This design comes from an exercise in tuning for small area and a short achievable clock period on the open sky130 flow, not from production work. Function was checked by simulation only, so behaviour that the tests miss may differ from the original. Power and IR drop assume default switching activity.

Setup of north:
==> module sdp_ram_be, before the edit <==
module sdp_ram_be #(
    parameter int DATA_WIDTH   = 32,
    parameter int ADDR_WIDTH   = 6,
    parameter int DEPTH        = 2**ADDR_WIDTH,
    parameter int READ_LATENCY = 2,
    parameter int RDW_MODE     = 1
) (
    input  wire logic                    clk,
    input  wire logic                    rst,
    input  wire logic                    wr_en,
    input  wire logic [ADDR_WIDTH-1:0]   wr_addr,
    input  wire logic [DATA_WIDTH-1:0]   wr_data,
    input  wire logic [DATA_WIDTH/8-1:0] wr_be,
    input  wire logic                    rd_en,
    input  wire logic [ADDR_WIDTH-1:0]   rd_addr,
    output logic      [DATA_WIDTH-1:0]   rd_data,
    output logic                         rd_valid,
    output logic                         init_busy
);
    localparam int c_num_bytes = DATA_WIDTH / 8;
    logic [5:0] cnt_q;
    logic       init_busy_q;
    always_ff @(posedge clk) begin
        if (rst) begin
            cnt_q       <= '0;
            init_busy_q <= 1'b1;
        end else if (init_busy_q) begin
            cnt_q <= cnt_q + 6'd1;
            if (&cnt_q) init_busy_q <= 1'b0;
        end
    end
    logic                   wr_accept;
    logic [DATA_WIDTH-1:0]  wdata;
    logic [7:0]             wa_lo, wa_hi;
    logic [c_num_bytes-1:0] be_n;
    assign wr_accept = wr_en && !init_busy_q;
    assign wdata     = rst ? '0 : wr_data;
    for (genvar b = 0; b < c_num_bytes; b++) begin : g_be
        assign be_n[b] = !(rst || wr_be[b]);
    end
    for (genvar i = 0; i < 8; i++) begin : g_wdec
        assign wa_lo[i] = rst || (wr_addr[2:0] == 3'(i));
        assign wa_hi[i] = rst || (wr_accept && wr_addr[5:3] == 3'(i));
    end
    logic             rd_accept;
    logic [7:0]       ra_lo_n, ra_hi_n;
    logic [DEPTH-1:0] rsel_d, rsel_q;
    logic             rv_q;
    assign rd_accept = !rst && !init_busy_q && rd_en;
    for (genvar i = 0; i < 8; i++) begin : g_rdec
        assign ra_lo_n[i] = !(rd_addr[2:0] == 3'(i));
        assign ra_hi_n[i] = !(rd_accept && rd_addr[5:3] == 3'(i));
    end
    for (genvar w = 0; w < DEPTH; w++) begin : g_rsel
        sdp_gate_nor2 u_rsel (.a(ra_hi_n[w / 8]), .b(ra_lo_n[w % 8]), .y(rsel_d[w]));
    end
    always_ff @(posedge clk) begin
        rsel_q <= rsel_d;
        rv_q   <= rd_accept;
    end
    logic [DATA_WIDTH-1:0]       mem_q [DEPTH];
    logic [DEPTH*DATA_WIDTH-1:0] mem_flat;
    for (genvar w = 0; w < DEPTH; w++) begin : g_word
        logic wsel_n;
        sdp_gate_nand2 u_wsel (.a(wa_hi[w / 8]), .b(wa_lo[w % 8]), .y(wsel_n));
        for (genvar b = 0; b < c_num_bytes; b++) begin : g_byte
            logic we;
            sdp_gate_nor2 u_we (.a(wsel_n), .b(be_n[b]), .y(we));
            always_ff @(posedge clk) begin
                if (we) mem_q[w][8*b +: 8] <= wdata[8*b +: 8];
            end
        end
        assign mem_flat[w*DATA_WIDTH +: DATA_WIDTH] = mem_q[w];
    end
    sdp_ram_rd_pipe #(
        .DATA_WIDTH (DATA_WIDTH),
        .DEPTH      (DEPTH)
    ) u_rd_pipe (
        .clk     (clk),
        .rst     (rst),
        .i_valid (rv_q),
        .i_sel   (rsel_q),
        .i_words (mem_flat),
        .o_valid (rd_valid),
        .o_data  (rd_data)
    );
    assign init_busy = init_busy_q;
endmodule
==> flow/config.mk <==
export PLATFORM = sky130hd
export DESIGN_NAME = sdp_ram_be
export DESIGN_NICKNAME = sdp_ram_be
export VERILOG_FILES = /design/flow/design.v
export SDC_FILE = /design/flow/constraint.sdc
export NUM_CORES = 4
export LEC_CHECK = 0
export CAP_MARGIN = 20
export CORE_MARGIN = 2
export CORE_UTILIZATION = 72
export CTS_CLUSTER_DIAMETER = 120
export CTS_CLUSTER_SIZE = 30
export SLEW_MARGIN = 20
export SYNTH_HIERARCHICAL = 1
export SYNTH_MINIMUM_KEEP_SIZE = 0
export TNS_END_PERCENT = 0
==> flow/constraint.sdc <==
create_clock -name core_clock -period 4.0 [get_ports {clk}]
set_input_delay 0.8000 -clock core_clock [delete_from_list [all_inputs] [get_ports {clk}]]
set_output_delay 0.8000 -clock core_clock [all_outputs]
set_load 0.01 [all_outputs]
standard.sh (not shown) runs the stock make flow with config.mk's settings and CLKGATE_MAP_FILE= SYNTH_SCRIPT=/design/flow/synth_recipe.tcl, a recipe that flattens the netlist after the stock synthesis.
==> flow/flow/run.sh <==
#!/bin/bash
# Standard ORFS layout, run in three parts so that the setup margin is only
# asked of timing repair once the clock tree exists (from CTS on). Port
# buffers are plain buffers, and sizing may change a cell's footprint.
set -eo pipefail
cd "$(dirname "$0")/.."
K="MATCH_CELL_FOOTPRINT=0"
M="SETUP_SLACK_MARGIN=${SETUP_MARGIN:-2.0}"
bash standard.sh $K "BUFFER_PORTS_ARGS=-buffer_cell sky130_fd_sc_hd__buf_2" synth floorplan place > flow_place.log 2>&1
bash standard.sh $K $M cts > flow_cts.log 2>&1
bash standard.sh $K $M finish > flow_finish.log 2>&1
What south does differently from north at the input level:
--- a/flow/design.v
+++ b/flow/design.v
@@ -143,20 +143,26 @@
             if (&cnt_q) init_busy_q <= 1'b0;
         end
     end
     logic                   wr_accept;
     logic [DATA_WIDTH-1:0]  wdata;
-    logic [7:0]             wa_lo, wa_hi;
-    logic [c_num_bytes-1:0] be_n;
+    logic [7:0]             lo_n, wa_hi;
+    logic [c_num_bytes-1:0] be;
     assign wr_accept = wr_en && !init_busy_q;
     assign wdata     = rst ? '0 : wr_data;
     for (genvar b = 0; b < c_num_bytes; b++) begin : g_be
-        assign be_n[b] = !(rst || wr_be[b]);
+        assign be[b] = rst || wr_be[b];
     end
     for (genvar i = 0; i < 8; i++) begin : g_wdec
-        assign wa_lo[i] = rst || (wr_addr[2:0] == 3'(i));
+        assign lo_n[i]  = !(rst || (wr_addr[2:0] == 3'(i)));
         assign wa_hi[i] = rst || (wr_accept && wr_addr[5:3] == 3'(i));
+    end
+    logic [c_num_bytes-1:0] hb_n [8];
+    for (genvar h = 0; h < 8; h++) begin : g_hb
+        for (genvar b = 0; b < c_num_bytes; b++) begin : g_b
+            sdp_gate_nand2 u_hb (.a(wa_hi[h]), .b(be[b]), .y(hb_n[h][b]));
+        end
     end
     logic             rd_accept;
     logic [7:0]       ra_lo_n, ra_hi_n;
     logic [DEPTH-1:0] rsel_d, rsel_q;
     logic             rv_q;
@@ -173,15 +179,13 @@
         rv_q   <= rd_accept;
     end
     logic [DATA_WIDTH-1:0]       mem_q [DEPTH];
     logic [DEPTH*DATA_WIDTH-1:0] mem_flat;
     for (genvar w = 0; w < DEPTH; w++) begin : g_word
-        logic wsel_n;
-        sdp_gate_nand2 u_wsel (.a(wa_hi[w / 8]), .b(wa_lo[w % 8]), .y(wsel_n));
         for (genvar b = 0; b < c_num_bytes; b++) begin : g_byte
             logic we;
-            sdp_gate_nor2 u_we (.a(wsel_n), .b(be_n[b]), .y(we));
+            sdp_gate_nor2 u_we (.a(hb_n[w / 8][b]), .b(lo_n[w % 8]), .y(we));
             always_ff @(posedge clk) begin
                 if (we) mem_q[w][8*b +: 8] <= wdata[8*b +: 8];
             end
         end
         assign mem_flat[w*DATA_WIDTH +: DATA_WIDTH] = mem_q[w];
Findings:
Taking north as the reference, in south number of inserted filler cells in the final layout stayed essentially flat, combinational group share of total power stayed essentially flat, overall routed net length rose by 2.5%, net switching component of the power stayed essentially flat, post-layout worst setup margin rose by 31 ps.
Comparing south and north, the higher final critical path time including I/O delays and setup was measured on north.
Delta(power density over the cells, south - north) > 0
Summary of the comparison: count of clock buffers in the final design is higher in south, relative to north.
Comparing number of instances in the placed design for south and north, the smaller number came from south.
The inverter count of the layout excluding clock inverters number comes out higher for south vs north.
Higher global routing usage on met2 goes to north over south.
Going from north to south, synthesized instance count fell about 0.9%, cell area now smaller.

[what the ideal ports hide]
In the flow no input, the clock included, has a driving cell. The finished layouts below were timed again as built, in two steps.
Step 1 sets driving cells, clkbuf_16 on the clock port and buf_2 on the other inputs (assumed; they add their load-dependent delay and slew).
Step 2, shift: input delay + t, output delay - t, t = (earliest + latest rising clock arrival at the registers) / 2. This alone moves slack from input paths to output paths.
a / b / c = no drivers / after step 1 / after step 2; a / b = the first two.
| run | t (ns) | setup slack, ns | cell pins on the clock port's net |
|---|---|---|---|
| north | 0.782 | 1.721 / 1.721 / 1.037 | 1 |
| south | 0.764 | 1.752 / 1.752 / 1.011 | 1 |
After both steps every run listed still meets setup and hold. For south, which loses most, drivers alone change the setup slack by 0.000 ns; drivers and shift together by -0.741 ns.
